This design comes from an exercise in tuning for small area on the open sky130 flow, not from production work.
Function was checked by simulation only, so behaviour that the tests miss may differ from the original.
Power is estimated from default activity; no workload was simulated.

### flow/config.mk
export PLATFORM = sky130hd
export DESIGN_NAME = correlator_top
export DESIGN_NICKNAME = correlator_top
export VERILOG_FILES = /design/flow/design.v
export SDC_FILE = /design/flow/constraint.sdc
export NUM_CORES = 4
export LEC_CHECK = 0
export CAP_MARGIN = 20
export CORE_MARGIN = 2
export CORE_UTILIZATION = 55
export SLEW_MARGIN = 20
### flow/standard.sh
#!/bin/bash
# synth_recipe.tcl (not shown) runs the flow's synth.tcl, then flattens the netlist and writes it again
# the make line also repeats each setting of config.mk as NAME=value (left out here)
make -C /OpenROAD-flow-scripts/flow DESIGN_CONFIG=/design/flow/config.mk WORK_HOME=/design/flow/orfs CLKGATE_MAP_FILE= SYNTH_SCRIPT=/design/flow/synth_recipe.tcl "${@:-finish}"
### flow/constraint.sdc
create_clock -name core_clock -period 20.0 [get_ports {clk_in}]
set_input_delay 4.0000 -clock core_clock [delete_from_list [all_inputs] [get_ports {clk_in}]]
set_output_delay 4.0000 -clock core_clock [all_outputs]
set_load 0.01 [all_outputs]
### flow/design.v
`timescale 1ns/1ns
module corr_mac
(
  input  logic [17:0] a,
  input  logic [17:0] b,
  input  logic [35:0] acc_in,
  output logic [35:0] sum
);
  logic [18:0] b_ext;
  logic [18:0] pp [9];
  logic [8:0]  ng;
  always_comb begin
    b_ext = {b, 1'b0};
    for (int i = 0; i < 9; i++) begin
      logic q0, q1, q2, one, two;
      q0    = b_ext[2*i];
      q1    = b_ext[2*i+1];
      q2    = b_ext[2*i+2];
      ng[i] = q2 & ~(q1 & q0);
      one   = q1 ^ q0;
      two   = (q2 & ~q1 & ~q0) | (~q2 & q1 & q0);
      for (int j = 0; j < 19; j++) begin
        pp[i][j] = ((one & ((j < 18) ? a[j] : a[17])) | (two & ((j > 0) ? a[j-1] : 1'b0))) ^ ng[i];
      end
    end
  end
  logic [411:0] w;
  assign w[0] = acc_in[14] ^ pp[0][14];
  assign w[1] = acc_in[14] & pp[0][14];
  assign w[2] = acc_in[15] ^ pp[0][15];
  assign w[3] = acc_in[15] & pp[0][15];
  assign w[4] = acc_in[16] ^ pp[0][16] ^ pp[1][14];
  assign w[5] = (acc_in[16] & pp[0][16]) | (acc_in[16] & pp[1][14]) | (pp[0][16] & pp[1][14]);
  assign w[6] = pp[2][12] ^ pp[3][10];
  assign w[7] = pp[2][12] & pp[3][10];
  assign w[8] = acc_in[17] ^ pp[0][17] ^ pp[1][15];
  assign w[9] = (acc_in[17] & pp[0][17]) | (acc_in[17] & pp[1][15]) | (pp[0][17] & pp[1][15]);
  assign w[10] = pp[2][13] ^ pp[3][11];
  assign w[11] = pp[2][13] & pp[3][11];
  assign w[12] = acc_in[18] ^ ~pp[0][18] ^ pp[1][16];
  assign w[13] = (acc_in[18] & ~pp[0][18]) | (acc_in[18] & pp[1][16]) | (~pp[0][18] & pp[1][16]);
  assign w[14] = pp[2][14] ^ pp[3][12];
  assign w[15] = pp[2][14] & pp[3][12];
  assign w[16] = acc_in[19] ^ pp[1][17] ^ pp[2][15];
  assign w[17] = (acc_in[19] & pp[1][17]) | (acc_in[19] & pp[2][15]) | (pp[1][17] & pp[2][15]);
  assign w[18] = acc_in[20] ^ ~pp[1][18];
  assign w[19] = acc_in[20] & ~pp[1][18];
  assign w[20] = acc_in[8] ^ pp[0][8];
  assign w[21] = acc_in[8] & pp[0][8];
  assign w[22] = acc_in[9] ^ pp[0][9];
  assign w[23] = acc_in[9] & pp[0][9];
  assign w[24] = acc_in[10] ^ pp[0][10] ^ pp[1][8];
  assign w[25] = (acc_in[10] & pp[0][10]) | (acc_in[10] & pp[1][8]) | (pp[0][10] & pp[1][8]);
  assign w[26] = pp[2][6] ^ pp[3][4];
  assign w[27] = pp[2][6] & pp[3][4];
  assign w[28] = acc_in[11] ^ pp[0][11] ^ pp[1][9];
  assign w[29] = (acc_in[11] & pp[0][11]) | (acc_in[11] & pp[1][9]) | (pp[0][11] & pp[1][9]);
  assign w[30] = pp[2][7] ^ pp[3][5];
  assign w[31] = pp[2][7] & pp[3][5];
  assign w[32] = acc_in[12] ^ pp[0][12] ^ pp[1][10];
  assign w[33] = (acc_in[12] & pp[0][12]) | (acc_in[12] & pp[1][10]) | (pp[0][12] & pp[1][10]);
  assign w[34] = pp[2][8] ^ pp[3][6] ^ pp[4][4];
  assign w[35] = (pp[2][8] & pp[3][6]) | (pp[2][8] & pp[4][4]) | (pp[3][6] & pp[4][4]);
  assign w[36] = pp[5][2] ^ pp[6][0];
  assign w[37] = pp[5][2] & pp[6][0];
  assign w[38] = acc_in[13] ^ pp[0][13] ^ pp[1][11];
  assign w[39] = (acc_in[13] & pp[0][13]) | (acc_in[13] & pp[1][11]) | (pp[0][13] & pp[1][11]);
  assign w[40] = pp[2][9] ^ pp[3][7] ^ pp[4][5];
  assign w[41] = (pp[2][9] & pp[3][7]) | (pp[2][9] & pp[4][5]) | (pp[3][7] & pp[4][5]);
  assign w[42] = pp[5][3] ^ pp[6][1];
  assign w[43] = pp[5][3] & pp[6][1];
  assign w[44] = w[0] ^ pp[1][12] ^ pp[2][10];
  assign w[45] = (w[0] & pp[1][12]) | (w[0] & pp[2][10]) | (pp[1][12] & pp[2][10]);
  assign w[46] = pp[3][8] ^ pp[4][6] ^ pp[5][4];
  assign w[47] = (pp[3][8] & pp[4][6]) | (pp[3][8] & pp[5][4]) | (pp[4][6] & pp[5][4]);
  assign w[48] = pp[6][2] ^ pp[7][0] ^ ng[7];
  assign w[49] = (pp[6][2] & pp[7][0]) | (pp[6][2] & ng[7]) | (pp[7][0] & ng[7]);
  assign w[50] = w[1] ^ w[2] ^ pp[1][13];
  assign w[51] = (w[1] & w[2]) | (w[1] & pp[1][13]) | (w[2] & pp[1][13]);
  assign w[52] = pp[2][11] ^ pp[3][9] ^ pp[4][7];
  assign w[53] = (pp[2][11] & pp[3][9]) | (pp[2][11] & pp[4][7]) | (pp[3][9] & pp[4][7]);
  assign w[54] = pp[5][5] ^ pp[6][3] ^ pp[7][1];
  assign w[55] = (pp[5][5] & pp[6][3]) | (pp[5][5] & pp[7][1]) | (pp[6][3] & pp[7][1]);
  assign w[56] = w[3] ^ w[4] ^ w[6];
  assign w[57] = (w[3] & w[4]) | (w[3] & w[6]) | (w[4] & w[6]);
  assign w[58] = pp[4][8] ^ pp[5][6] ^ pp[6][4];
  assign w[59] = (pp[4][8] & pp[5][6]) | (pp[4][8] & pp[6][4]) | (pp[5][6] & pp[6][4]);
  assign w[60] = pp[7][2] ^ pp[8][0] ^ ng[8];
  assign w[61] = (pp[7][2] & pp[8][0]) | (pp[7][2] & ng[8]) | (pp[8][0] & ng[8]);
  assign w[62] = w[5] ^ w[7] ^ w[8];
  assign w[63] = (w[5] & w[7]) | (w[5] & w[8]) | (w[7] & w[8]);
  assign w[64] = w[10] ^ pp[4][9] ^ pp[5][7];
  assign w[65] = (w[10] & pp[4][9]) | (w[10] & pp[5][7]) | (pp[4][9] & pp[5][7]);
  assign w[66] = pp[6][5] ^ pp[7][3] ^ pp[8][1];
  assign w[67] = (pp[6][5] & pp[7][3]) | (pp[6][5] & pp[8][1]) | (pp[7][3] & pp[8][1]);
  assign w[68] = w[9] ^ w[11] ^ w[12];
  assign w[69] = (w[9] & w[11]) | (w[9] & w[12]) | (w[11] & w[12]);
  assign w[70] = w[14] ^ pp[4][10] ^ pp[5][8];
  assign w[71] = (w[14] & pp[4][10]) | (w[14] & pp[5][8]) | (pp[4][10] & pp[5][8]);
  assign w[72] = pp[6][6] ^ pp[7][4] ^ pp[8][2];
  assign w[73] = (pp[6][6] & pp[7][4]) | (pp[6][6] & pp[8][2]) | (pp[7][4] & pp[8][2]);
  assign w[74] = w[13] ^ w[15] ^ w[16];
  assign w[75] = (w[13] & w[15]) | (w[13] & w[16]) | (w[15] & w[16]);
  assign w[76] = pp[3][13] ^ pp[4][11] ^ pp[5][9];
  assign w[77] = (pp[3][13] & pp[4][11]) | (pp[3][13] & pp[5][9]) | (pp[4][11] & pp[5][9]);
  assign w[78] = pp[6][7] ^ pp[7][5] ^ pp[8][3];
  assign w[79] = (pp[6][7] & pp[7][5]) | (pp[6][7] & pp[8][3]) | (pp[7][5] & pp[8][3]);
  assign w[80] = w[17] ^ w[18] ^ pp[2][16];
  assign w[81] = (w[17] & w[18]) | (w[17] & pp[2][16]) | (w[18] & pp[2][16]);
  assign w[82] = pp[3][14] ^ pp[4][12] ^ pp[5][10];
  assign w[83] = (pp[3][14] & pp[4][12]) | (pp[3][14] & pp[5][10]) | (pp[4][12] & pp[5][10]);
  assign w[84] = pp[6][8] ^ pp[7][6] ^ pp[8][4];
  assign w[85] = (pp[6][8] & pp[7][6]) | (pp[6][8] & pp[8][4]) | (pp[7][6] & pp[8][4]);
  assign w[86] = w[19] ^ acc_in[21] ^ pp[2][17];
  assign w[87] = (w[19] & acc_in[21]) | (w[19] & pp[2][17]) | (acc_in[21] & pp[2][17]);
  assign w[88] = pp[3][15] ^ pp[4][13] ^ pp[5][11];
  assign w[89] = (pp[3][15] & pp[4][13]) | (pp[3][15] & pp[5][11]) | (pp[4][13] & pp[5][11]);
  assign w[90] = pp[6][9] ^ pp[7][7] ^ pp[8][5];
  assign w[91] = (pp[6][9] & pp[7][7]) | (pp[6][9] & pp[8][5]) | (pp[7][7] & pp[8][5]);
  assign w[92] = acc_in[22] ^ ~pp[2][18] ^ pp[3][16];
  assign w[93] = (acc_in[22] & ~pp[2][18]) | (acc_in[22] & pp[3][16]) | (~pp[2][18] & pp[3][16]);
  assign w[94] = pp[4][14] ^ pp[5][12] ^ pp[6][10];
  assign w[95] = (pp[4][14] & pp[5][12]) | (pp[4][14] & pp[6][10]) | (pp[5][12] & pp[6][10]);
  assign w[96] = pp[7][8] ^ pp[8][6];
  assign w[97] = pp[7][8] & pp[8][6];
  assign w[98] = acc_in[23] ^ pp[3][17] ^ pp[4][15];
  assign w[99] = (acc_in[23] & pp[3][17]) | (acc_in[23] & pp[4][15]) | (pp[3][17] & pp[4][15]);
  assign w[100] = pp[5][13] ^ pp[6][11] ^ pp[7][9];
  assign w[101] = (pp[5][13] & pp[6][11]) | (pp[5][13] & pp[7][9]) | (pp[6][11] & pp[7][9]);
  assign w[102] = acc_in[24] ^ ~pp[3][18] ^ pp[4][16];
  assign w[103] = (acc_in[24] & ~pp[3][18]) | (acc_in[24] & pp[4][16]) | (~pp[3][18] & pp[4][16]);
  assign w[104] = pp[5][14] ^ pp[6][12];
  assign w[105] = pp[5][14] & pp[6][12];
  assign w[106] = acc_in[25] ^ pp[4][17] ^ pp[5][15];
  assign w[107] = (acc_in[25] & pp[4][17]) | (acc_in[25] & pp[5][15]) | (pp[4][17] & pp[5][15]);
  assign w[108] = acc_in[26] ^ ~pp[4][18];
  assign w[109] = acc_in[26] & ~pp[4][18];
  assign w[110] = acc_in[4] ^ pp[0][4];
  assign w[111] = acc_in[4] & pp[0][4];
  assign w[112] = acc_in[5] ^ pp[0][5];
  assign w[113] = acc_in[5] & pp[0][5];
  assign w[114] = acc_in[6] ^ pp[0][6] ^ pp[1][4];
  assign w[115] = (acc_in[6] & pp[0][6]) | (acc_in[6] & pp[1][4]) | (pp[0][6] & pp[1][4]);
  assign w[116] = pp[2][2] ^ pp[3][0];
  assign w[117] = pp[2][2] & pp[3][0];
  assign w[118] = acc_in[7] ^ pp[0][7] ^ pp[1][5];
  assign w[119] = (acc_in[7] & pp[0][7]) | (acc_in[7] & pp[1][5]) | (pp[0][7] & pp[1][5]);
  assign w[120] = pp[2][3] ^ pp[3][1];
  assign w[121] = pp[2][3] & pp[3][1];
  assign w[122] = w[20] ^ pp[1][6] ^ pp[2][4];
  assign w[123] = (w[20] & pp[1][6]) | (w[20] & pp[2][4]) | (pp[1][6] & pp[2][4]);
  assign w[124] = pp[3][2] ^ pp[4][0] ^ ng[4];
  assign w[125] = (pp[3][2] & pp[4][0]) | (pp[3][2] & ng[4]) | (pp[4][0] & ng[4]);
  assign w[126] = w[21] ^ w[22] ^ pp[1][7];
  assign w[127] = (w[21] & w[22]) | (w[21] & pp[1][7]) | (w[22] & pp[1][7]);
  assign w[128] = pp[2][5] ^ pp[3][3] ^ pp[4][1];
  assign w[129] = (pp[2][5] & pp[3][3]) | (pp[2][5] & pp[4][1]) | (pp[3][3] & pp[4][1]);
  assign w[130] = w[23] ^ w[24] ^ w[26];
  assign w[131] = (w[23] & w[24]) | (w[23] & w[26]) | (w[24] & w[26]);
  assign w[132] = pp[4][2] ^ pp[5][0] ^ ng[5];
  assign w[133] = (pp[4][2] & pp[5][0]) | (pp[4][2] & ng[5]) | (pp[5][0] & ng[5]);
  assign w[134] = w[25] ^ w[27] ^ w[28];
  assign w[135] = (w[25] & w[27]) | (w[25] & w[28]) | (w[27] & w[28]);
  assign w[136] = w[30] ^ pp[4][3] ^ pp[5][1];
  assign w[137] = (w[30] & pp[4][3]) | (w[30] & pp[5][1]) | (pp[4][3] & pp[5][1]);
  assign w[138] = w[29] ^ w[31] ^ w[32];
  assign w[139] = (w[29] & w[31]) | (w[29] & w[32]) | (w[31] & w[32]);
  assign w[140] = w[34] ^ w[36] ^ ng[6];
  assign w[141] = (w[34] & w[36]) | (w[34] & ng[6]) | (w[36] & ng[6]);
  assign w[142] = w[33] ^ w[35] ^ w[37];
  assign w[143] = (w[33] & w[35]) | (w[33] & w[37]) | (w[35] & w[37]);
  assign w[144] = w[38] ^ w[40] ^ w[42];
  assign w[145] = (w[38] & w[40]) | (w[38] & w[42]) | (w[40] & w[42]);
  assign w[146] = w[39] ^ w[41] ^ w[43];
  assign w[147] = (w[39] & w[41]) | (w[39] & w[43]) | (w[41] & w[43]);
  assign w[148] = w[44] ^ w[46] ^ w[48];
  assign w[149] = (w[44] & w[46]) | (w[44] & w[48]) | (w[46] & w[48]);
  assign w[150] = w[45] ^ w[47] ^ w[49];
  assign w[151] = (w[45] & w[47]) | (w[45] & w[49]) | (w[47] & w[49]);
  assign w[152] = w[50] ^ w[52] ^ w[54];
  assign w[153] = (w[50] & w[52]) | (w[50] & w[54]) | (w[52] & w[54]);
  assign w[154] = w[51] ^ w[53] ^ w[55];
  assign w[155] = (w[51] & w[53]) | (w[51] & w[55]) | (w[53] & w[55]);
  assign w[156] = w[56] ^ w[58] ^ w[60];
  assign w[157] = (w[56] & w[58]) | (w[56] & w[60]) | (w[58] & w[60]);
  assign w[158] = w[57] ^ w[59] ^ w[61];
  assign w[159] = (w[57] & w[59]) | (w[57] & w[61]) | (w[59] & w[61]);
  assign w[160] = w[62] ^ w[64] ^ w[66];
  assign w[161] = (w[62] & w[64]) | (w[62] & w[66]) | (w[64] & w[66]);
  assign w[162] = w[63] ^ w[65] ^ w[67];
  assign w[163] = (w[63] & w[65]) | (w[63] & w[67]) | (w[65] & w[67]);
  assign w[164] = w[68] ^ w[70] ^ w[72];
  assign w[165] = (w[68] & w[70]) | (w[68] & w[72]) | (w[70] & w[72]);
  assign w[166] = w[69] ^ w[71] ^ w[73];
  assign w[167] = (w[69] & w[71]) | (w[69] & w[73]) | (w[71] & w[73]);
  assign w[168] = w[74] ^ w[76] ^ w[78];
  assign w[169] = (w[74] & w[76]) | (w[74] & w[78]) | (w[76] & w[78]);
  assign w[170] = w[75] ^ w[77] ^ w[79];
  assign w[171] = (w[75] & w[77]) | (w[75] & w[79]) | (w[77] & w[79]);
  assign w[172] = w[80] ^ w[82] ^ w[84];
  assign w[173] = (w[80] & w[82]) | (w[80] & w[84]) | (w[82] & w[84]);
  assign w[174] = w[81] ^ w[83] ^ w[85];
  assign w[175] = (w[81] & w[83]) | (w[81] & w[85]) | (w[83] & w[85]);
  assign w[176] = w[86] ^ w[88] ^ w[90];
  assign w[177] = (w[86] & w[88]) | (w[86] & w[90]) | (w[88] & w[90]);
  assign w[178] = w[87] ^ w[89] ^ w[91];
  assign w[179] = (w[87] & w[89]) | (w[87] & w[91]) | (w[89] & w[91]);
  assign w[180] = w[92] ^ w[94] ^ w[96];
  assign w[181] = (w[92] & w[94]) | (w[92] & w[96]) | (w[94] & w[96]);
  assign w[182] = w[93] ^ w[95] ^ w[97];
  assign w[183] = (w[93] & w[95]) | (w[93] & w[97]) | (w[95] & w[97]);
  assign w[184] = w[98] ^ w[100] ^ pp[8][7];
  assign w[185] = (w[98] & w[100]) | (w[98] & pp[8][7]) | (w[100] & pp[8][7]);
  assign w[186] = w[99] ^ w[101] ^ w[102];
  assign w[187] = (w[99] & w[101]) | (w[99] & w[102]) | (w[101] & w[102]);
  assign w[188] = w[104] ^ pp[7][10] ^ pp[8][8];
  assign w[189] = (w[104] & pp[7][10]) | (w[104] & pp[8][8]) | (pp[7][10] & pp[8][8]);
  assign w[190] = w[103] ^ w[105] ^ w[106];
  assign w[191] = (w[103] & w[105]) | (w[103] & w[106]) | (w[105] & w[106]);
  assign w[192] = pp[6][13] ^ pp[7][11] ^ pp[8][9];
  assign w[193] = (pp[6][13] & pp[7][11]) | (pp[6][13] & pp[8][9]) | (pp[7][11] & pp[8][9]);
  assign w[194] = w[107] ^ w[108] ^ pp[5][16];
  assign w[195] = (w[107] & w[108]) | (w[107] & pp[5][16]) | (w[108] & pp[5][16]);
  assign w[196] = pp[6][14] ^ pp[7][12] ^ pp[8][10];
  assign w[197] = (pp[6][14] & pp[7][12]) | (pp[6][14] & pp[8][10]) | (pp[7][12] & pp[8][10]);
  assign w[198] = w[109] ^ acc_in[27] ^ pp[5][17];
  assign w[199] = (w[109] & acc_in[27]) | (w[109] & pp[5][17]) | (acc_in[27] & pp[5][17]);
  assign w[200] = pp[6][15] ^ pp[7][13] ^ pp[8][11];
  assign w[201] = (pp[6][15] & pp[7][13]) | (pp[6][15] & pp[8][11]) | (pp[7][13] & pp[8][11]);
  assign w[202] = acc_in[28] ^ ~pp[5][18] ^ pp[6][16];
  assign w[203] = (acc_in[28] & ~pp[5][18]) | (acc_in[28] & pp[6][16]) | (~pp[5][18] & pp[6][16]);
  assign w[204] = pp[7][14] ^ pp[8][12];
  assign w[205] = pp[7][14] & pp[8][12];
  assign w[206] = acc_in[29] ^ pp[6][17] ^ pp[7][15];
  assign w[207] = (acc_in[29] & pp[6][17]) | (acc_in[29] & pp[7][15]) | (pp[6][17] & pp[7][15]);
  assign w[208] = acc_in[30] ^ ~pp[6][18];
  assign w[209] = acc_in[30] & ~pp[6][18];
  assign w[210] = acc_in[2] ^ pp[0][2];
  assign w[211] = acc_in[2] & pp[0][2];
  assign w[212] = acc_in[3] ^ pp[0][3];
  assign w[213] = acc_in[3] & pp[0][3];
  assign w[214] = w[110] ^ pp[1][2] ^ pp[2][0];
  assign w[215] = (w[110] & pp[1][2]) | (w[110] & pp[2][0]) | (pp[1][2] & pp[2][0]);
  assign w[216] = w[111] ^ w[112] ^ pp[1][3];
  assign w[217] = (w[111] & w[112]) | (w[111] & pp[1][3]) | (w[112] & pp[1][3]);
  assign w[218] = w[113] ^ w[114] ^ w[116];
  assign w[219] = (w[113] & w[114]) | (w[113] & w[116]) | (w[114] & w[116]);
  assign w[220] = w[115] ^ w[117] ^ w[118];
  assign w[221] = (w[115] & w[117]) | (w[115] & w[118]) | (w[117] & w[118]);
  assign w[222] = w[119] ^ w[121] ^ w[122];
  assign w[223] = (w[119] & w[121]) | (w[119] & w[122]) | (w[121] & w[122]);
  assign w[224] = w[123] ^ w[125] ^ w[126];
  assign w[225] = (w[123] & w[125]) | (w[123] & w[126]) | (w[125] & w[126]);
  assign w[226] = w[127] ^ w[129] ^ w[130];
  assign w[227] = (w[127] & w[129]) | (w[127] & w[130]) | (w[129] & w[130]);
  assign w[228] = w[131] ^ w[133] ^ w[134];
  assign w[229] = (w[131] & w[133]) | (w[131] & w[134]) | (w[133] & w[134]);
  assign w[230] = w[135] ^ w[137] ^ w[138];
  assign w[231] = (w[135] & w[137]) | (w[135] & w[138]) | (w[137] & w[138]);
  assign w[232] = w[139] ^ w[141] ^ w[142];
  assign w[233] = (w[139] & w[141]) | (w[139] & w[142]) | (w[141] & w[142]);
  assign w[234] = w[143] ^ w[145] ^ w[146];
  assign w[235] = (w[143] & w[145]) | (w[143] & w[146]) | (w[145] & w[146]);
  assign w[236] = w[147] ^ w[149] ^ w[150];
  assign w[237] = (w[147] & w[149]) | (w[147] & w[150]) | (w[149] & w[150]);
  assign w[238] = w[151] ^ w[153] ^ w[154];
  assign w[239] = (w[151] & w[153]) | (w[151] & w[154]) | (w[153] & w[154]);
  assign w[240] = w[155] ^ w[157] ^ w[158];
  assign w[241] = (w[155] & w[157]) | (w[155] & w[158]) | (w[157] & w[158]);
  assign w[242] = w[159] ^ w[161] ^ w[162];
  assign w[243] = (w[159] & w[161]) | (w[159] & w[162]) | (w[161] & w[162]);
  assign w[244] = w[163] ^ w[165] ^ w[166];
  assign w[245] = (w[163] & w[165]) | (w[163] & w[166]) | (w[165] & w[166]);
  assign w[246] = w[167] ^ w[169] ^ w[170];
  assign w[247] = (w[167] & w[169]) | (w[167] & w[170]) | (w[169] & w[170]);
  assign w[248] = w[171] ^ w[173] ^ w[174];
  assign w[249] = (w[171] & w[173]) | (w[171] & w[174]) | (w[173] & w[174]);
  assign w[250] = w[175] ^ w[177] ^ w[178];
  assign w[251] = (w[175] & w[177]) | (w[175] & w[178]) | (w[177] & w[178]);
  assign w[252] = w[179] ^ w[181] ^ w[182];
  assign w[253] = (w[179] & w[181]) | (w[179] & w[182]) | (w[181] & w[182]);
  assign w[254] = w[183] ^ w[185] ^ w[186];
  assign w[255] = (w[183] & w[185]) | (w[183] & w[186]) | (w[185] & w[186]);
  assign w[256] = w[187] ^ w[189] ^ w[190];
  assign w[257] = (w[187] & w[189]) | (w[187] & w[190]) | (w[189] & w[190]);
  assign w[258] = w[191] ^ w[193] ^ w[194];
  assign w[259] = (w[191] & w[193]) | (w[191] & w[194]) | (w[193] & w[194]);
  assign w[260] = w[195] ^ w[197] ^ w[198];
  assign w[261] = (w[195] & w[197]) | (w[195] & w[198]) | (w[197] & w[198]);
  assign w[262] = w[199] ^ w[201] ^ w[202];
  assign w[263] = (w[199] & w[201]) | (w[199] & w[202]) | (w[201] & w[202]);
  assign w[264] = w[203] ^ w[205] ^ w[206];
  assign w[265] = (w[203] & w[205]) | (w[203] & w[206]) | (w[205] & w[206]);
  assign w[266] = w[207] ^ w[208] ^ pp[7][16];
  assign w[267] = (w[207] & w[208]) | (w[207] & pp[7][16]) | (w[208] & pp[7][16]);
  assign w[268] = w[209] ^ acc_in[31] ^ pp[7][17];
  assign w[269] = (w[209] & acc_in[31]) | (w[209] & pp[7][17]) | (acc_in[31] & pp[7][17]);
  assign w[270] = acc_in[32] ^ ~pp[7][18];
  assign w[271] = acc_in[32] & ~pp[7][18];
  assign w[272] = acc_in[0] ^ pp[0][0];
  assign w[273] = acc_in[0] & pp[0][0];
  assign w[274] = acc_in[1] ^ pp[0][1];
  assign w[275] = acc_in[1] & pp[0][1];
  assign w[276] = w[210] ^ pp[1][0] ^ ng[1];
  assign w[277] = (w[210] & pp[1][0]) | (w[210] & ng[1]) | (pp[1][0] & ng[1]);
  assign w[278] = w[211] ^ w[212] ^ pp[1][1];
  assign w[279] = (w[211] & w[212]) | (w[211] & pp[1][1]) | (w[212] & pp[1][1]);
  assign w[280] = w[213] ^ w[214] ^ ng[2];
  assign w[281] = (w[213] & w[214]) | (w[213] & ng[2]) | (w[214] & ng[2]);
  assign w[282] = w[215] ^ w[216] ^ pp[2][1];
  assign w[283] = (w[215] & w[216]) | (w[215] & pp[2][1]) | (w[216] & pp[2][1]);
  assign w[284] = w[217] ^ w[218] ^ ng[3];
  assign w[285] = (w[217] & w[218]) | (w[217] & ng[3]) | (w[218] & ng[3]);
  assign w[286] = w[219] ^ w[220] ^ w[120];
  assign w[287] = (w[219] & w[220]) | (w[219] & w[120]) | (w[220] & w[120]);
  assign w[288] = w[221] ^ w[222] ^ w[124];
  assign w[289] = (w[221] & w[222]) | (w[221] & w[124]) | (w[222] & w[124]);
  assign w[290] = w[223] ^ w[224] ^ w[128];
  assign w[291] = (w[223] & w[224]) | (w[223] & w[128]) | (w[224] & w[128]);
  assign w[292] = w[225] ^ w[226] ^ w[132];
  assign w[293] = (w[225] & w[226]) | (w[225] & w[132]) | (w[226] & w[132]);
  assign w[294] = w[227] ^ w[228] ^ w[136];
  assign w[295] = (w[227] & w[228]) | (w[227] & w[136]) | (w[228] & w[136]);
  assign w[296] = w[229] ^ w[230] ^ w[140];
  assign w[297] = (w[229] & w[230]) | (w[229] & w[140]) | (w[230] & w[140]);
  assign w[298] = w[231] ^ w[232] ^ w[144];
  assign w[299] = (w[231] & w[232]) | (w[231] & w[144]) | (w[232] & w[144]);
  assign w[300] = w[233] ^ w[234] ^ w[148];
  assign w[301] = (w[233] & w[234]) | (w[233] & w[148]) | (w[234] & w[148]);
  assign w[302] = w[235] ^ w[236] ^ w[152];
  assign w[303] = (w[235] & w[236]) | (w[235] & w[152]) | (w[236] & w[152]);
  assign w[304] = w[237] ^ w[238] ^ w[156];
  assign w[305] = (w[237] & w[238]) | (w[237] & w[156]) | (w[238] & w[156]);
  assign w[306] = w[239] ^ w[240] ^ w[160];
  assign w[307] = (w[239] & w[240]) | (w[239] & w[160]) | (w[240] & w[160]);
  assign w[308] = w[241] ^ w[242] ^ w[164];
  assign w[309] = (w[241] & w[242]) | (w[241] & w[164]) | (w[242] & w[164]);
  assign w[310] = w[243] ^ w[244] ^ w[168];
  assign w[311] = (w[243] & w[244]) | (w[243] & w[168]) | (w[244] & w[168]);
  assign w[312] = w[245] ^ w[246] ^ w[172];
  assign w[313] = (w[245] & w[246]) | (w[245] & w[172]) | (w[246] & w[172]);
  assign w[314] = w[247] ^ w[248] ^ w[176];
  assign w[315] = (w[247] & w[248]) | (w[247] & w[176]) | (w[248] & w[176]);
  assign w[316] = w[249] ^ w[250] ^ w[180];
  assign w[317] = (w[249] & w[250]) | (w[249] & w[180]) | (w[250] & w[180]);
  assign w[318] = w[251] ^ w[252] ^ w[184];
  assign w[319] = (w[251] & w[252]) | (w[251] & w[184]) | (w[252] & w[184]);
  assign w[320] = w[253] ^ w[254] ^ w[188];
  assign w[321] = (w[253] & w[254]) | (w[253] & w[188]) | (w[254] & w[188]);
  assign w[322] = w[255] ^ w[256] ^ w[192];
  assign w[323] = (w[255] & w[256]) | (w[255] & w[192]) | (w[256] & w[192]);
  assign w[324] = w[257] ^ w[258] ^ w[196];
  assign w[325] = (w[257] & w[258]) | (w[257] & w[196]) | (w[258] & w[196]);
  assign w[326] = w[259] ^ w[260] ^ w[200];
  assign w[327] = (w[259] & w[260]) | (w[259] & w[200]) | (w[260] & w[200]);
  assign w[328] = w[261] ^ w[262] ^ w[204];
  assign w[329] = (w[261] & w[262]) | (w[261] & w[204]) | (w[262] & w[204]);
  assign w[330] = w[263] ^ w[264] ^ pp[8][13];
  assign w[331] = (w[263] & w[264]) | (w[263] & pp[8][13]) | (w[264] & pp[8][13]);
  assign w[332] = w[265] ^ w[266] ^ pp[8][14];
  assign w[333] = (w[265] & w[266]) | (w[265] & pp[8][14]) | (w[266] & pp[8][14]);
  assign w[334] = w[267] ^ w[268] ^ pp[8][15];
  assign w[335] = (w[267] & w[268]) | (w[267] & pp[8][15]) | (w[268] & pp[8][15]);
  assign w[336] = w[269] ^ w[270] ^ pp[8][16];
  assign w[337] = (w[269] & w[270]) | (w[269] & pp[8][16]) | (w[270] & pp[8][16]);
  assign w[338] = w[271] ^ acc_in[33] ^ pp[8][17];
  assign w[339] = (w[271] & acc_in[33]) | (w[271] & pp[8][17]) | (acc_in[33] & pp[8][17]);
  assign w[340] = acc_in[34] ^ ~pp[8][18];
  assign w[341] = acc_in[34] & ~pp[8][18];
  assign w[342] = w[272] ^ ng[0];
  assign w[343] = w[272] & ng[0];
  assign w[344] = w[273] ^ w[274] ^ w[343];
  assign w[345] = (w[273] & w[274]) | (w[273] & w[343]) | (w[274] & w[343]);
  assign w[346] = w[275] ^ w[276] ^ w[345];
  assign w[347] = (w[275] & w[276]) | (w[275] & w[345]) | (w[276] & w[345]);
  assign w[348] = w[277] ^ w[278] ^ w[347];
  assign w[349] = (w[277] & w[278]) | (w[277] & w[347]) | (w[278] & w[347]);
  assign w[350] = w[279] ^ w[280] ^ w[349];
  assign w[351] = (w[279] & w[280]) | (w[279] & w[349]) | (w[280] & w[349]);
  assign w[352] = w[281] ^ w[282] ^ w[351];
  assign w[353] = (w[281] & w[282]) | (w[281] & w[351]) | (w[282] & w[351]);
  assign w[354] = w[283] ^ w[284] ^ w[353];
  assign w[355] = (w[283] & w[284]) | (w[283] & w[353]) | (w[284] & w[353]);
  assign w[356] = w[285] ^ w[286] ^ w[355];
  assign w[357] = (w[285] & w[286]) | (w[285] & w[355]) | (w[286] & w[355]);
  assign w[358] = w[287] ^ w[288] ^ w[357];
  assign w[359] = (w[287] & w[288]) | (w[287] & w[357]) | (w[288] & w[357]);
  assign w[360] = w[289] ^ w[290] ^ w[359];
  assign w[361] = (w[289] & w[290]) | (w[289] & w[359]) | (w[290] & w[359]);
  assign w[362] = w[291] ^ w[292] ^ w[361];
  assign w[363] = (w[291] & w[292]) | (w[291] & w[361]) | (w[292] & w[361]);
  assign w[364] = w[293] ^ w[294] ^ w[363];
  assign w[365] = (w[293] & w[294]) | (w[293] & w[363]) | (w[294] & w[363]);
  assign w[366] = w[295] ^ w[296] ^ w[365];
  assign w[367] = (w[295] & w[296]) | (w[295] & w[365]) | (w[296] & w[365]);
  assign w[368] = w[297] ^ w[298] ^ w[367];
  assign w[369] = (w[297] & w[298]) | (w[297] & w[367]) | (w[298] & w[367]);
  assign w[370] = w[299] ^ w[300] ^ w[369];
  assign w[371] = (w[299] & w[300]) | (w[299] & w[369]) | (w[300] & w[369]);
  assign w[372] = w[301] ^ w[302] ^ w[371];
  assign w[373] = (w[301] & w[302]) | (w[301] & w[371]) | (w[302] & w[371]);
  assign w[374] = w[303] ^ w[304] ^ w[373];
  assign w[375] = (w[303] & w[304]) | (w[303] & w[373]) | (w[304] & w[373]);
  assign w[376] = w[305] ^ w[306] ^ w[375];
  assign w[377] = (w[305] & w[306]) | (w[305] & w[375]) | (w[306] & w[375]);
  assign w[378] = w[307] ^ w[308] ^ w[377];
  assign w[379] = (w[307] & w[308]) | (w[307] & w[377]) | (w[308] & w[377]);
  assign w[380] = w[309] ^ w[310] ^ w[379];
  assign w[381] = (w[309] & w[310]) | (w[309] & w[379]) | (w[310] & w[379]);
  assign w[382] = w[311] ^ w[312] ^ w[381];
  assign w[383] = (w[311] & w[312]) | (w[311] & w[381]) | (w[312] & w[381]);
  assign w[384] = w[313] ^ w[314] ^ w[383];
  assign w[385] = (w[313] & w[314]) | (w[313] & w[383]) | (w[314] & w[383]);
  assign w[386] = w[315] ^ w[316] ^ w[385];
  assign w[387] = (w[315] & w[316]) | (w[315] & w[385]) | (w[316] & w[385]);
  assign w[388] = w[317] ^ w[318] ^ w[387];
  assign w[389] = (w[317] & w[318]) | (w[317] & w[387]) | (w[318] & w[387]);
  assign w[390] = w[319] ^ w[320] ^ w[389];
  assign w[391] = (w[319] & w[320]) | (w[319] & w[389]) | (w[320] & w[389]);
  assign w[392] = w[321] ^ w[322] ^ w[391];
  assign w[393] = (w[321] & w[322]) | (w[321] & w[391]) | (w[322] & w[391]);
  assign w[394] = w[323] ^ w[324] ^ w[393];
  assign w[395] = (w[323] & w[324]) | (w[323] & w[393]) | (w[324] & w[393]);
  assign w[396] = w[325] ^ w[326] ^ w[395];
  assign w[397] = (w[325] & w[326]) | (w[325] & w[395]) | (w[326] & w[395]);
  assign w[398] = w[327] ^ w[328] ^ w[397];
  assign w[399] = (w[327] & w[328]) | (w[327] & w[397]) | (w[328] & w[397]);
  assign w[400] = w[329] ^ w[330] ^ w[399];
  assign w[401] = (w[329] & w[330]) | (w[329] & w[399]) | (w[330] & w[399]);
  assign w[402] = w[331] ^ w[332] ^ w[401];
  assign w[403] = (w[331] & w[332]) | (w[331] & w[401]) | (w[332] & w[401]);
  assign w[404] = w[333] ^ w[334] ^ w[403];
  assign w[405] = (w[333] & w[334]) | (w[333] & w[403]) | (w[334] & w[403]);
  assign w[406] = w[335] ^ w[336] ^ w[405];
  assign w[407] = (w[335] & w[336]) | (w[335] & w[405]) | (w[336] & w[405]);
  assign w[408] = w[337] ^ w[338] ^ w[407];
  assign w[409] = (w[337] & w[338]) | (w[337] & w[407]) | (w[338] & w[407]);
  assign w[410] = w[339] ^ w[340] ^ w[409];
  assign w[411] = (w[339] & w[340]) | (w[339] & w[409]) | (w[340] & w[409]);
  assign sum = {(w[341] ^ acc_in[35] ^ w[411]), w[410], w[408], w[406], w[404], w[402], w[400], w[398], w[396], w[394], w[392], w[390], w[388], w[386], w[384], w[382], w[380], w[378], w[376], w[374], w[372], w[370], w[368], w[366], w[364], w[362], w[360], w[358], w[356], w[354], w[352], w[350], w[348], w[346], w[344], w[342]};
endmodule
`timescale 1ns/1ns
module correlator_top
(
  input  logic                 clk_in,
  input  logic                 i_rst,
  input  logic                 i_pdm_valid,
  input  logic [3-1:0] i_pdm_bits,
  output logic                 o_acc_valid,
  output logic [(((3 * (3 - 1) / 2) > 1) ? $clog2((3 * (3 - 1) / 2)) : 1)-1:0]              o_acc_bl,
  output logic [((8 > 1) ? $clog2(8) : 1)-1:0]             o_acc_lag,
  output logic signed [48-1:0]                 o_acc_data,
  output logic                 o_acc_last
);
  function automatic logic [19:0] hrom0(input logic [3:0] r);
    case (r)
      4'd0: hrom0 = 20'd3876;
      4'd1: hrom0 = 20'd3060;
      4'd2: hrom0 = 20'd2380;
      4'd3: hrom0 = 20'd1820;
      4'd4: hrom0 = 20'd1365;
      4'd5: hrom0 = 20'd1001;
      4'd6: hrom0 = 20'd715;
      4'd7: hrom0 = 20'd495;
      4'd8: hrom0 = 20'd330;
      4'd9: hrom0 = 20'd210;
      4'd10: hrom0 = 20'd126;
      4'd11: hrom0 = 20'd70;
      4'd12: hrom0 = 20'd35;
      4'd13: hrom0 = 20'd15;
      4'd14: hrom0 = 20'd5;
      4'd15: hrom0 = 20'd4840;
      default: hrom0 = '0;
    endcase
  endfunction
  function automatic logic [19:0] hrom1(input logic [3:0] r);
    case (r)
      4'd0: hrom1 = 20'd32980;
      4'd1: hrom1 = 20'd31076;
      4'd2: hrom1 = 20'd29020;
      4'd3: hrom1 = 20'd26860;
      4'd4: hrom1 = 20'd24640;
      4'd5: hrom1 = 20'd22400;
      4'd6: hrom1 = 20'd20176;
      4'd7: hrom1 = 20'd18000;
      4'd8: hrom1 = 20'd15900;
      4'd9: hrom1 = 20'd13900;
      4'd10: hrom1 = 20'd12020;
      4'd11: hrom1 = 20'd10276;
      4'd12: hrom1 = 20'd8680;
      4'd13: hrom1 = 20'd7240;
      4'd14: hrom1 = 20'd5960;
      4'd15: hrom1 = 20'd34690;
      default: hrom1 = '0;
    endcase
  endfunction
  function automatic logic [19:0] hrom2(input logic [3:0] r);
    case (r)
      4'd0: hrom2 = 20'd26860;
      4'd1: hrom2 = 20'd29020;
      4'd2: hrom2 = 20'd31076;
      4'd3: hrom2 = 20'd32980;
      4'd4: hrom2 = 20'd34690;
      4'd5: hrom2 = 20'd36170;
      4'd6: hrom2 = 20'd37390;
      4'd7: hrom2 = 20'd38326;
      4'd8: hrom2 = 20'd38960;
      4'd9: hrom2 = 20'd39280;
      4'd10: hrom2 = 20'd39280;
      4'd11: hrom2 = 20'd38960;
      4'd12: hrom2 = 20'd38326;
      4'd13: hrom2 = 20'd37390;
      4'd14: hrom2 = 20'd36170;
      4'd15: hrom2 = 20'd24640;
      default: hrom2 = '0;
    endcase
  endfunction
  function automatic logic [17:0] hrom3(input logic [3:0] r);
    case (r)
      4'd0: hrom3 = 18'd1820;
      4'd1: hrom3 = 18'd2380;
      4'd2: hrom3 = 18'd3060;
      4'd3: hrom3 = 18'd3876;
      4'd4: hrom3 = 18'd4840;
      4'd5: hrom3 = 18'd5960;
      4'd6: hrom3 = 18'd7240;
      4'd7: hrom3 = 18'd8680;
      4'd8: hrom3 = 18'd10276;
      4'd9: hrom3 = 18'd12020;
      4'd10: hrom3 = 18'd13900;
      4'd11: hrom3 = 18'd15900;
      4'd12: hrom3 = 18'd18000;
      4'd13: hrom3 = 18'd20176;
      4'd14: hrom3 = 18'd22400;
      4'd15: hrom3 = 18'd1365;
      default: hrom3 = '0;
    endcase
  endfunction
  function automatic logic [11:0] hrom4(input logic [3:0] r);
    case (r)
      4'd0: hrom4 = 12'd0;
      4'd1: hrom4 = 12'd0;
      4'd2: hrom4 = 12'd0;
      4'd3: hrom4 = 12'd0;
      4'd4: hrom4 = 12'd1;
      4'd5: hrom4 = 12'd5;
      4'd6: hrom4 = 12'd15;
      4'd7: hrom4 = 12'd35;
      4'd8: hrom4 = 12'd70;
      4'd9: hrom4 = 12'd126;
      4'd10: hrom4 = 12'd210;
      4'd11: hrom4 = 12'd330;
      4'd12: hrom4 = 12'd495;
      4'd13: hrom4 = 12'd715;
      4'd14: hrom4 = 12'd1001;
      4'd15: hrom4 = 12'd0;
      default: hrom4 = '0;
    endcase
  endfunction
  logic [1:0]  phase;       
  logic [1:0]  pend;        
  logic [2:0]  bits_q;
  logic [3:0]  r_cnt;       
  logic [3:0]  r_proc;      
  logic [1:0]  s_cnt;       
  logic [19:0] a0 [3];
  logic [19:0] a1 [3];
  logic [19:0] a2 [3];
  logic [17:0] a3 [3];
  logic [11:0] a4 [3];
  logic        busy, b, last;
  logic [3:0]  r_sel;
  logic [19:0] n0, n1, n2;
  logic [17:0] n3;
  logic [11:0] n4;
  logic [20:0] y;
  logic [17:0] smp;
  assign busy  = i_pdm_valid || (pend != 2'd0);
  assign b     = i_pdm_valid ? i_pdm_bits[phase] : (busy & bits_q[phase]);
  assign r_sel = i_pdm_valid ? r_cnt : r_proc;
  assign last  = busy && (r_sel == 4'd15);
  function automatic logic [19:0] rca20(input logic [19:0] x, input logic [19:0] z);
    logic c;
    c = 1'b0;
    for (int i = 0; i < 20; i++) begin
      rca20[i] = x[i] ^ z[i] ^ c;
      c = (x[i] & z[i]) | (c & (x[i] ^ z[i]));
    end
  endfunction
  logic [2:0]  fresh;
  logic        fr;
  logic [19:0] s0, s1, s2;
  logic [17:0] s3;
  logic [11:0] s4;
  assign fr = fresh[phase];
  always_comb begin
    s0 = fr ? 20'd516536 : (last ? a1[0] : a0[0]);
    s1 = fr ? 20'd374552 : (last ? a2[0] : a1[0]);
    s2 = fr ? 20'd89768  : (last ? 20'(a3[0]) : a2[0]);
    s3 = fr ? 18'd2184   : (last ? 18'(a4[0]) : a3[0]);
    s4 = (fr || last) ? 12'd0 : a4[0];
    n0 = rca20(s0, b ? hrom0(r_sel) : 20'd0);
    n1 = rca20(s1, b ? hrom1(r_sel) : 20'd0);
    n2 = rca20(s2, b ? hrom2(r_sel) : 20'd0);
    n3 = 18'(rca20(20'(s3), b ? 20'(hrom3(r_sel)) : 20'd0));
    n4 = 12'(rca20(20'(s4), b ? 20'(hrom4(r_sel)) : 20'd0));
    y  = 21'(a0[0]) + 21'(b);
    smp = {y[20:19] - 2'd1, y[18:3]};
  end
  always_ff @(posedge clk_in) begin
    if (i_rst) begin
      phase  <= 2'd0;
      pend   <= 2'd0;
      r_cnt  <= 4'd0;
      s_cnt  <= 2'd0;
      fresh  <= 3'b111;
    end else begin
      phase <= (phase == 2'd2) ? 2'd0 : phase + 2'd1;
      if (busy) fresh[phase] <= 1'b0;
      if (i_pdm_valid) begin
        pend  <= 2'd2;
        r_cnt <= r_cnt + 4'd1;
        if (r_cnt == 4'd15) s_cnt <= s_cnt + 2'd1;
      end else if (pend != 2'd0) begin
        pend <= pend - 2'd1;
      end
    end
  end
  always_ff @(posedge clk_in) begin
    a0[0] <= a0[1]; a0[1] <= a0[2]; a0[2] <= n0;
    a1[0] <= a1[1]; a1[1] <= a1[2]; a1[2] <= n1;
    a2[0] <= a2[1]; a2[1] <= a2[2]; a2[2] <= n2;
    a3[0] <= a3[1]; a3[1] <= a3[2]; a3[2] <= n3;
    a4[0] <= a4[1]; a4[1] <= a4[2]; a4[2] <= n4;
  end
  always_ff @(posedge clk_in) begin
    if (i_pdm_valid) begin
      bits_q <= i_pdm_bits;
      r_proc <= r_cnt;
    end
  end
  logic signed [17:0] h0 [5];
  logic signed [17:0] h1 [11];
  logic signed [17:0] h2 [12];
  logic        push0, push1, push2;
  assign push0 = last && (phase == 2'd0);
  assign push1 = last && (phase == 2'd1);
  assign push2 = last && (phase == 2'd2);
  always_ff @(posedge clk_in) begin
    if (push0) begin
      h0[0] <= smp;
      for (int k = 1; k < 5; k++) h0[k] <= h0[k-1];
    end
    if (push1) begin
      h1[0] <= smp;
      for (int k = 1; k < 11; k++) h1[k] <= h1[k-1];
    end
    if (push2) begin
      h2[0] <= smp;
      for (int k = 1; k < 12; k++) h2[k] <= h2[k-1];
    end
  end
  logic        act, run, vld;
  logic [1:0]  t;
  logic [2:0]  lag;
  logic [1:0]  bl;
  logic [1:0]  pc;           
  logic [1:0]  d0, d1, d2;   
  logic [35:0] acc;
  logic        start;
  assign start = i_pdm_valid && (r_cnt == 4'd15) && (s_cnt == 2'd3);
  assign run   = act || start;
  always_ff @(posedge clk_in) begin
    if (i_rst) begin
      act <= 1'b0;
      vld <= 1'b0;
      t   <= 2'd0;
      lag <= 3'd0;
      bl  <= 2'd0;
      pc  <= 2'd0;
    end else begin
      vld <= run && (t == 2'd3);
      if (start) begin
        act <= 1'b1;
        if (pc != 2'd3) pc <= pc + 2'd1;
      end
      if (run) begin
        t <= t + 2'd1;
        if (t == 2'd3) begin
          lag <= lag + 3'd1;
          if (lag == 3'd7) begin
            if (bl == 2'd2) begin
              bl  <= 2'd0;
              act <= 1'b0;
            end else begin
              bl <= bl + 2'd1;
            end
          end
        end
      end
    end
  end
  always_ff @(posedge clk_in) begin
    if (run) begin
      d0 <= d0 + 2'(push0);
      d1 <= d1 + 2'(push1);
      d2 <= d2 + 2'(push2);
    end else begin
      d0 <= 2'd0;
      d1 <= 2'd0;
      d2 <= 2'd0;
    end
  end
  logic [2:0] pos_a;
  logic [3:0] pos_b;
  logic signed [17:0] op_a, op_b;
  logic       neg;
  always_comb begin
    pos_a = 3'd2 - 3'(t) + ((bl == 2'd2) ? 3'(d1) : 3'(d0));
    pos_b = 4'd2 + 4'(lag) - 4'(t) + ((bl == 2'd0) ? 4'(d1) : 4'(d2));
    op_a  = (bl == 2'd2) ? h1[pos_a] : h0[pos_a];
    op_b  = (bl == 2'd0) ? h1[pos_b] : h2[pos_b];
    neg   = ((pc == 2'd1) && (3'(t) < lag)) || ((pc == 2'd2) && (3'(t) + 3'd4 < lag));
    if (neg) op_b = '0;
  end
  localparam logic [35:0] K4 = 36'd45813334016;
  logic [35:0] sum;
  corr_mac mac_i (
    .a      (op_a),
    .b      (op_b),
    .acc_in ((t == 2'd0) ? K4 : acc),
    .sum    (sum)
  );
  always_ff @(posedge clk_in) begin
    acc <= sum;
  end
  assign o_acc_valid = vld;
  assign o_acc_lag   = lag - 3'd1;
  assign o_acc_bl    = (lag != 3'd0) ? bl : ((bl == 2'd0) ? 2'd2 : bl - 2'd1);
  assign o_acc_last  = (lag == 3'd0) && (bl == 2'd0);
  assign o_acc_data  = {{(48-36){acc[35]}}, acc};
endmodule
### flow/flow/run.sh
#!/bin/bash
# Standard layout, with a clock tree of fewer, fuller leaf clusters and no
# dummy loads. Each tool's output goes to a log file in this folder.
set -euo pipefail
CTS="-sink_clustering_enable -repair_clock_nets -dont_use_dummy_load -sink_clustering_size 24 -sink_clustering_max_diameter 150"
bash standard.sh "CTS_ARGS=$CTS" finish > make_finish.log 2>&1
==> results.txt, run 1 <==
Detailed routing:
- The total wire length after detailed routing is 129,000 um.
- The iteration count of the initial detailed-routing pass is 7.
- The DRC violation total after the first TritonRoute iteration is 3,260.
- The total number of vias is approximately 30,000.
- After detailed routing, the number of vias per cell comes to around 6.3.
- The remaining routing DRC violations is 0.
- The remaining antenna violation count is 0.
- Dividing the detail-routed wire length by the instance count gives about 27 um.

GRT:
- The maximum number of pins on one net before global-route repair is 90.
- Global routing used a little under a third of the available tracks across all layers.
- The initial antenna violation count was 3.
- For this run the aggregate overflow at the end of global routing stands at 0.
- The number of global-route vias before repair is between 20,000 and 30,000.
- The first global-routing pass estimated just under 200,000 um of wire.

Setup path:
- The largest stage delay on the critical path is ~1.0 ns.
- The standard cell with the maximum stage delay on the critical path is fa_4.
- Data on the critical path arrives at its endpoint at 19.72 ns.
- In this run the worst path has a maximum fanout of 32.
- STA puts the critical path data required time at 20.50 ns.
- The cell repeated most along the worst path is fa_1.
- The setup path with the least slack is of type reg2reg.
- STA classifies the critical path endpoint as a register.
- Grouping stages by cell kind, the critical path spends the most delay in adder cells.
- The buffer and inverter count on the worst path is 8.
- The startpoint kind of the worst setup timing path is a register.

Timing:
- For this run, the top clock speed supported by timing is ~52 MHz.
- The clock period could shrink to approximately 19 ns.
- The count of endpoints failing setup in the final report is 0.
- The total count of hold-check failures in the final report came to 0.
- Summed over all failing endpoints, the final setup total negative slack is 0 ns.
- After layout, the worst path uses a little under 100% of the clock period.
- The pin slew with the least headroom to its limit is about 1.1 ns.
- Across the routed clock network, the largest skew measured is 0.0535 ns.
- The worst pin sits at a relative slew slack of between 20% and 30%.
- After layout, the worst setup slack is a little under 0.8 ns.
- The final number of max-transition violations is 0.
- Setup repair after global routing left no endpoint under its margin.

Clock network:
- The maximum clock insertion buffer count is 3.
- The root buffer cell is clkbuf_16.
- The number of buffers added to fix hold violations after cts is 0.
- The clock sink count is approximately 850.
- TritonCTS built the clock tree.
- The post-CTS clock slew at the launch and capture registers of the worst setup and hold paths is approximately 0.090 ns.
- The worst-skew pair later-pin latency is around 0.63 ns.
- The number of levels in the clock H-tree is 2.
- TritonCTS created just over 40 clock buffers.

Yosys:
- The count of flip-flops with a built-in enable after synthesis is 507.
- The part of the Yosys area used for sequential elements is roughly 51%.
- The leading cell type by number of instances after synthesis is edfxtp_1.
- After synthesis, the most frequently instantiated cells are edfxtp_1 (507), nand2_1 (408), dfxtp_1 (340).
- The most used flip-flop cell after synthesis is edfxtp_1.
- Yosys attributes the largest share of cell area to edfxtp_1 (35%), dfxtp_1 (16%), fa_1 (11%).
- Synthesis handed over a netlist of about 3,700 instances.
- Summing every instance area after synthesis gives ~43,000 um^2.
- The library cell with the largest summed area after synthesis is edfxtp_1.
- Yosys printed 11 warnings.
- After synthesis, the netlist uses 110 different library cells.
- In this run the mean area of a mapped cell was between 10 and 15 um^2.
- When the netlist entered floorplanning its net count stood at 4,084.
- The area share of the leading cell type in the synthesized netlist is 35.0%.
- Counting flops with an async set or reset pin after synthesis yields a share of 0%.
- Counting flops and latches in the post-synthesis netlist gives 847.

Placement:
- The HPWL after detailed placement is 91,000 um.
- Once placement completed, the tool counted placed cells totaling 4,727.
- The weighted congestion reported at the end of routability-driven placement is around 0.92.
- The number of buffers added on ports is 60.
- The worst-case setup slack after placement is between 0.4 and 0.5 ns.

Cells and area:
- In the final design database the tool counted 4,061 nets.
- From synthesis to final layout, the design area changed by 6.88%.
- Leaving out filler cells and counting taps, the final layout contains about 4,800.
- Measured on the finished design, the core utilization comes to around 59%.
- Of the cells placed in the final design, the portion with a size suffix greater than 1 is about a tenth.

Floorplanning:
- The height of the chip is between 200 and 300 um.
- The die covers 81,300 um^2.
- The number of placement rows is 103.
- 61 I/O pins were placed.
- The initial core utilization is a little under three fifths.
- The core region is between 70,000 and 80,000 um^2.
- The overall die width is ~290 um.

Run:
- Across the run, the number of max-cap violations was 0.

Power:
- The power density over the cells is 68.7 nW/um^2.
- The leakage power figure is approximately 18 nW.
- The post-route total power is 3.19 mW.
- The worst voltage drop across the vdd grid is ~0.000099 V.

Status:
- The flow ran to the end and the layout has no timing, DRC or antenna violations.

Min path:
- The worst min-delay path class is reg2reg.
through the flow:
stage                     instance area, um^2  hold WS, ns
final                                   46500        0.306
after global routing                    46500        0.307
after CTS                               46400        0.296
after detailed placement                45400        0.312
after global placement                  45400        0.310
after floorplan                         43500        0.310
cell type report:
type | instances | area, um^2
Clock buffer | 41 | 1030
Tap cell | 1050 | 1310
Fill cell | 6520 | 32100
Inverter | 298 | 1120
Sequential cell | 847 | 22000
Multi-Input combinational cell | 2333 | 19200
Antenna cell | 1 | 2.50
Timing Repair Buffer | 202 | 1770
repair_timing:
action	CTS	global route
gates resized for setup	0	1
setup buffers	0	1
endpoints found under the setup margin	0	1
registers in the layout, summed over array words and instances, names as in the netlist, 36 cells and up:
| signal | flops |
|---|---|
| a0 | 60 |
| a1 | 60 |
| a2 | 60 |
| a3 | 54 |
| a4 | 36 |
| acc | 36 |
| h0 | 90 |
| h1 | 198 |
| h2 | 216 |
layout by cell type, fill, tap and decap left out, types with 103 or more instances in the layout:
cell and instances:
a21oi_1 128, a22oi_1 123, buf_4 134, dfxtp_1 340, edfxtp_1 507, fa_1 236
inv_1 287, nand2_1 408, nand3_1 103, nor2_1 134, o21ai_0 147
worst paths after layout:
kind	cells past startpoint	startpoint	endpoint	slack (ns)
worst max-delay path	58	bl[0]	acc[35]	0.78
worst min-delay path	0	a4[1][4]	a4[0][4]	0.31
worst max register to register	58	bl[0]	acc[35]	0.78
worst min register to register	0	a4[1][4]	a4[0][4]	0.31
cells by family after synthesis:
| logic type | synth area share [%] |
|---|---|
| AND/OR/NAND/NOR | 10.1 |
| flip-flops | 50.7 |
| AO/OA/AOI/OAI | 12.9 |
| buffers and inverters | 5.80 |
| adder cells (fa/ha/maj) | 13.6 |
| XOR/XNOR | 3.28 |
| multiplexers | 3.60 |
routing by layer:
| metal | global-route usage [%] | part of all wire [%] | up-vias |
|---|---|---|---|
| met5 | 0 | 0 | - |
| met4 | 8.87 | 3.3 | 0 |
| met3 | 5.58 | 8.8 | 211 |
| met2 | 50.1 | 46 | 1403 |
| met1 | 45.1 | 42 | 15092 |
| li1 | - | - | 13176 |
where the power goes:
| group | leakage [nW] | switching (mW) | total, mW | internal [mW] |
|---|---|---|---|---|
| Combinational | 9.78 | 0.164 | 0.249 | 0.0851 |
| Sequential | 7.36 | 0.0541 | 2.03 | 1.98 |
| Clock | 0.505 | 0.540 | 0.908 | 0.368 |
==> run 2, diff against run 1 <==
==> flow/flow/run.sh (replaced) <==
#!/bin/bash
# Standard layout, with a clock tree of fewer, fuller leaf clusters and no
# dummy loads. Each tool's output goes to a log file in this folder.
set -euo pipefail
CTS="-sink_clustering_enable -repair_clock_nets -dont_use_dummy_load -sink_clustering_size 14 -sink_clustering_max_diameter 120 -buf_list sky130_fd_sc_hd__clkbuf_8"
bash standard.sh "CTS_ARGS=$CTS" finish > make_finish.log 2>&1
--- a/flow/config.mk
+++ b/flow/config.mk
@@ -7,2 +7,3 @@
 export LEC_CHECK = 0
+export ABC_AREA = 1
 export CAP_MARGIN = 20
==> results.txt, run 2 <==
GRT:
- The total routing usage reported by global routing is 28.8% (-2.8 points).
- The number of global-route vias before repair is 28,967 (-1.9%).
- The met1 track demand over resource in global routing was 42.8% (-2.2 points).
- The global-route wire length before repair was 178,000 um (-8.2%).
- The global routing met2 resource utilization came to 44.1% (-6.0 points).
- met2 is the most crowded layer.
- The initial antenna violation count is 1 (-2).
- The met3 layer usage reported by global route is 3.99% (-1.6 points).
- The maximum number of pins on one net before global-route repair is 176 (+96%).
- The leftover overflow at the end of global routing came to 0 (unchanged).

Placement:
- The number of buffers added on ports is 60 (unchanged).
- The cell count after placement is 5,334 (+13%).
- The placement-stage cell area was 44,400 um^2 (-2.1%).
- The HPWL after detailed placement was 81,100 um (-11%).
- The worst-case setup slack after placement is 0.413 ns (-0.0346 ns).
- The weighted congestion reported at the end of routability-driven placement is 0.952 (+3.4%).

Run:
- The number of max-capacitance violations reported was 0 (unchanged).

Setup path:
- The worst setup path is launched from a register.
- The critical path is of the reg2reg type.
- The cell repeated most along the worst path is fa_1.
- The worst path arrival time was 19.80 ns (+0.08 ns).
- The standard cell with the maximum stage delay on the critical path is fa_1.
- The largest driver fanout on the critical path is 35 (+9.4%).
- The required time of the critical path is 20.55 ns (+0.05 ns).
- The worst setup path is captured at a register.
- The worst-case reg-to-reg path depth is 65 (+12%).
- The largest stage delay on the critical path came to 0.49 ns (-0.54 ns).

Timing:
- The final period utilization was 96.3% (+0.13 points).
- The total count of hold-check failures in the final report is 0 (unchanged).
- The pin slew with the least headroom to its limit was 1.08 ns (-0.0381 ns).
- The highest achievable clock rate is 51.9 MHz (-0.13%).
- The final worst slack is 0.750 ns (-0.0256 ns).
- Setup repair after global routing left no endpoint under its margin.
- The remaining max-slew budget at the tightest pin is 27.8% (+2.3 points).
- The setup total negative slack is 0 ns (unchanged).
- The clock tree skew after final layout was 0.0977 ns (+0.0443 ns).
- The count of endpoints failing setup in the final report is 0 (unchanged).
- The post-route worst hold slack is 0.291 ns (-0.0152 ns).
- The final number of max-transition violations is 0 (unchanged).
- The post-layout minimum cycle time is 19.25 ns (+0.0256 ns).

Floorplanning:
- The area inside the core boundary is 77,300 um^2 (-1.6%).
- The overall die width is 283 um (-0.69%).
- The height of the chip came to 283 um (-0.69%).
- The number of placement rows was 102 (-0.97%).
- The overall die area is 80,200 um^2 (-1.4%).
- The I/O pin total came to 61 (unchanged).
- The initial core utilization is 55.5% (+0.12 points).

Min path:
- The worst hold path belongs to the class reg2reg.
- The hold path depth is 0 (unchanged).

Yosys:
- The mean area per synthesized cell is 9.86 um^2 (-15%).
- The primary flip-flop cell chosen by synthesis mapping is edfxtp_1.
- The part of the Yosys area used for sequential elements is 51.4% (+0.72 points).
- By count the netlist is led by nand2_1 (1,020), inv_1 (517), edfxtp_1 (507).
- The number of nets produced by synthesis is 4,686 (+15%).
- The post-synthesis instance area is 42,900 um^2 (-1.4%).
- The library cell with the largest summed area after synthesis is edfxtp_1.
- The number of warnings printed during yosys synthesis is 11 (unchanged).
- The count of distinct cell types in the synthesized netlist is 60 (-45%).
- The async set or reset register ratio after synthesis is 0% (unchanged).
- The count of flip-flops with a built-in enable after synthesis is 507 (unchanged).
- The area share of the leading cell type in the synthesized netlist is 35.5% (+0.50 points).
- The leading cell type by number of instances after synthesis is nand2_1.
- Yosys attributes the largest share of cell area to edfxtp_1 (36%), dfxtp_1 (16%), fa_1 (11%).
- The synthesis-stage register bit count is 847 (unchanged).
- The number of standard cells after synthesis came to 4,348 (+16%).

Detailed routing:
- The remaining routing DRC violations came to 0 (unchanged).
- The iteration count of the initial detailed-routing pass is 6 (-1).
- The via count normalized by instance count is 5.54 (-12%).
- The remaining antenna violation count was 0 (unchanged).
- The total wire length after detailed routing came to 115,000 um (-11%).
- The DRC violation total after the first TritonRoute iteration is 3,253 (-0.21%).
- The total number of vias is 29,943 (+0.20%).
- The average wire per cell in the routed design is 21.2 um (-22%).

Clock network:
- The post-CTS clock slew at the launch and capture registers of the worst setup and hold paths was 0.10 ns (about the same).
- The number of levels in the clock H-tree is 3 (+1).
- The root buffer cell is clkbuf_8.
- The post-cts gate resize count is 0 (unchanged).
- The maximum clock insertion buffer count came to 3 (unchanged).
- The number of buffers created by CTS came to 70 (+71%).
- The worst-skew pair later-pin latency is 0.71 ns (+0.08 ns).
- The count of buffers added by post-CTS timing repair for setup is 0 (unchanged).
- The number of buffers added to fix hold violations after cts is 0 (unchanged).
- The clock sink count is 847 (unchanged).
- The clock tree from TritonCTS is yes.

Cells and area:
- The number of standard cells in the final layout excluding fillers was 5,407 (+13%).
- The flip-flop count of the largest register after layout came to 216 (unchanged).
- Leaving out fill and tap cells, the most frequent cell in the layout is nand2_1.
- The number of inserted filler cells in the final layout is 6,760 (+3.7%).
- The largest registers in the layout are h2: 216 flops, h1: 198 flops, h0: 90 flops.
- The post-layout instance area is 45,400 um^2 (-2.3%).
- The net count reported at finish is 4,704 (+16%).
- The final core utilization came to 58.7% (-0.40 points).
- The signed area change from the synthesized netlist to the final layout is 5.91%.
- Counting flops per register, the top entry is h2.
- Leaving out fill and tap cells, the most frequent cells in the layout are nand2_1 (1,020), inv_1 (516), edfxtp_1 (507).
- The fraction of layout cells with a size suffix above 1 was 7.10% (-2.5 points).

Power:
- The worst voltage drop across the vdd grid is 0.0000677 V (-32%).
- The leakage power figure is 19.2 nW (+8.6%).
- The post-route total power is 3.19 mW (about the same).
- The power density over the cells came to 70.3 nW/um^2 (+2.4%).

Status:
- The flow ran to the end and the layout has no timing, DRC or antenna violations.
run 2: worst paths after layout:
| check | startpoint | to | slack [ns] |
|---|---|---|---|
| setup / recovery | bl[0] | acc[35] | 0.75 |
| hold reg to reg | a0[2][19] | a0[1][19] | 0.29 |
| hold / removal | a0[2][19] | a0[1][19] | 0.29 |
| setup reg to reg | bl[0] | acc[35] | 0.75 |
run 2: logic make-up after synthesis:
kind of cell               synth area share, %
adders and majority gates                 13.8
DFF                                       51.4
AOI/OAI and AO/OA                         6.54
buffers and inverters                     7.31
and+or+nand+nor                           18.9
muxes                                   0.0263
xor gates and xnor gates                  2.02
run 2: critical path: cells and delay by family, from the launching register on:
family          cells  cell delay [ns]
buf+inv            11             1.63
simple gates       10             1.27
flops               1             0.37
fa+ha+maj          39            14.97
compound gates      2             0.35
xor+xnor            3             0.46
run 2: area by class of cell:
cell class,instances,area (um^2),area share [%]
timing repair buffer,149,1290,2.85
sequential,847,22000,48.5
clock buffer,70,963,2.12
inverter,545,2050,4.51
tap,1040,1300,2.86
antenna,3,7.51,0.0165
multi-input combinational,2753,17800,39.1
run 2: routing by layer:
layer  share of wire [%]  wire (um)
met3                 7.3       8350
met4                 2.8       3220
met5                   0          0
met2                  45      51200
met1                  45      51800
run 2: power breakdown:
group	internal (mW)	leakage (nW)	switching, mW
logic	0.0890	11.3	0.193
registers	2.00	7.37	0.0518
clock network	0.314	0.503	0.546

[static timing again, ports no longer ideal]
How much do the figures lean on ideal ports? The routed layouts below were timed once more, with nothing changed but the port constraints.
Step 1 assumes that a clkbuf_16 drives the clock port and a buf_2 every other input.
Step 2, shift: input delay + t, output delay - t, t = (earliest + latest rising clock arrival at the registers) / 2. This alone moves slack from input paths to output paths.
Slacks: no drivers / after step 1 / after step 2; pairs: no drivers / after step 1.
run	t, ns	setup slack, ns	hold slack, ns	worst register clock-pin slew, ns	worst slew at a driven data input, ns
run 1	0.664	0.775 / 0.775 / 0.775	0.306 / 0.306 / 0.306	0.11 / 0.11	0.03
run 2	0.718	0.750 / 0.750 / 0.750	0.291 / 0.291 / 0.291	0.11 / 0.11	0.03
After both steps setup and hold are still met in every run listed.
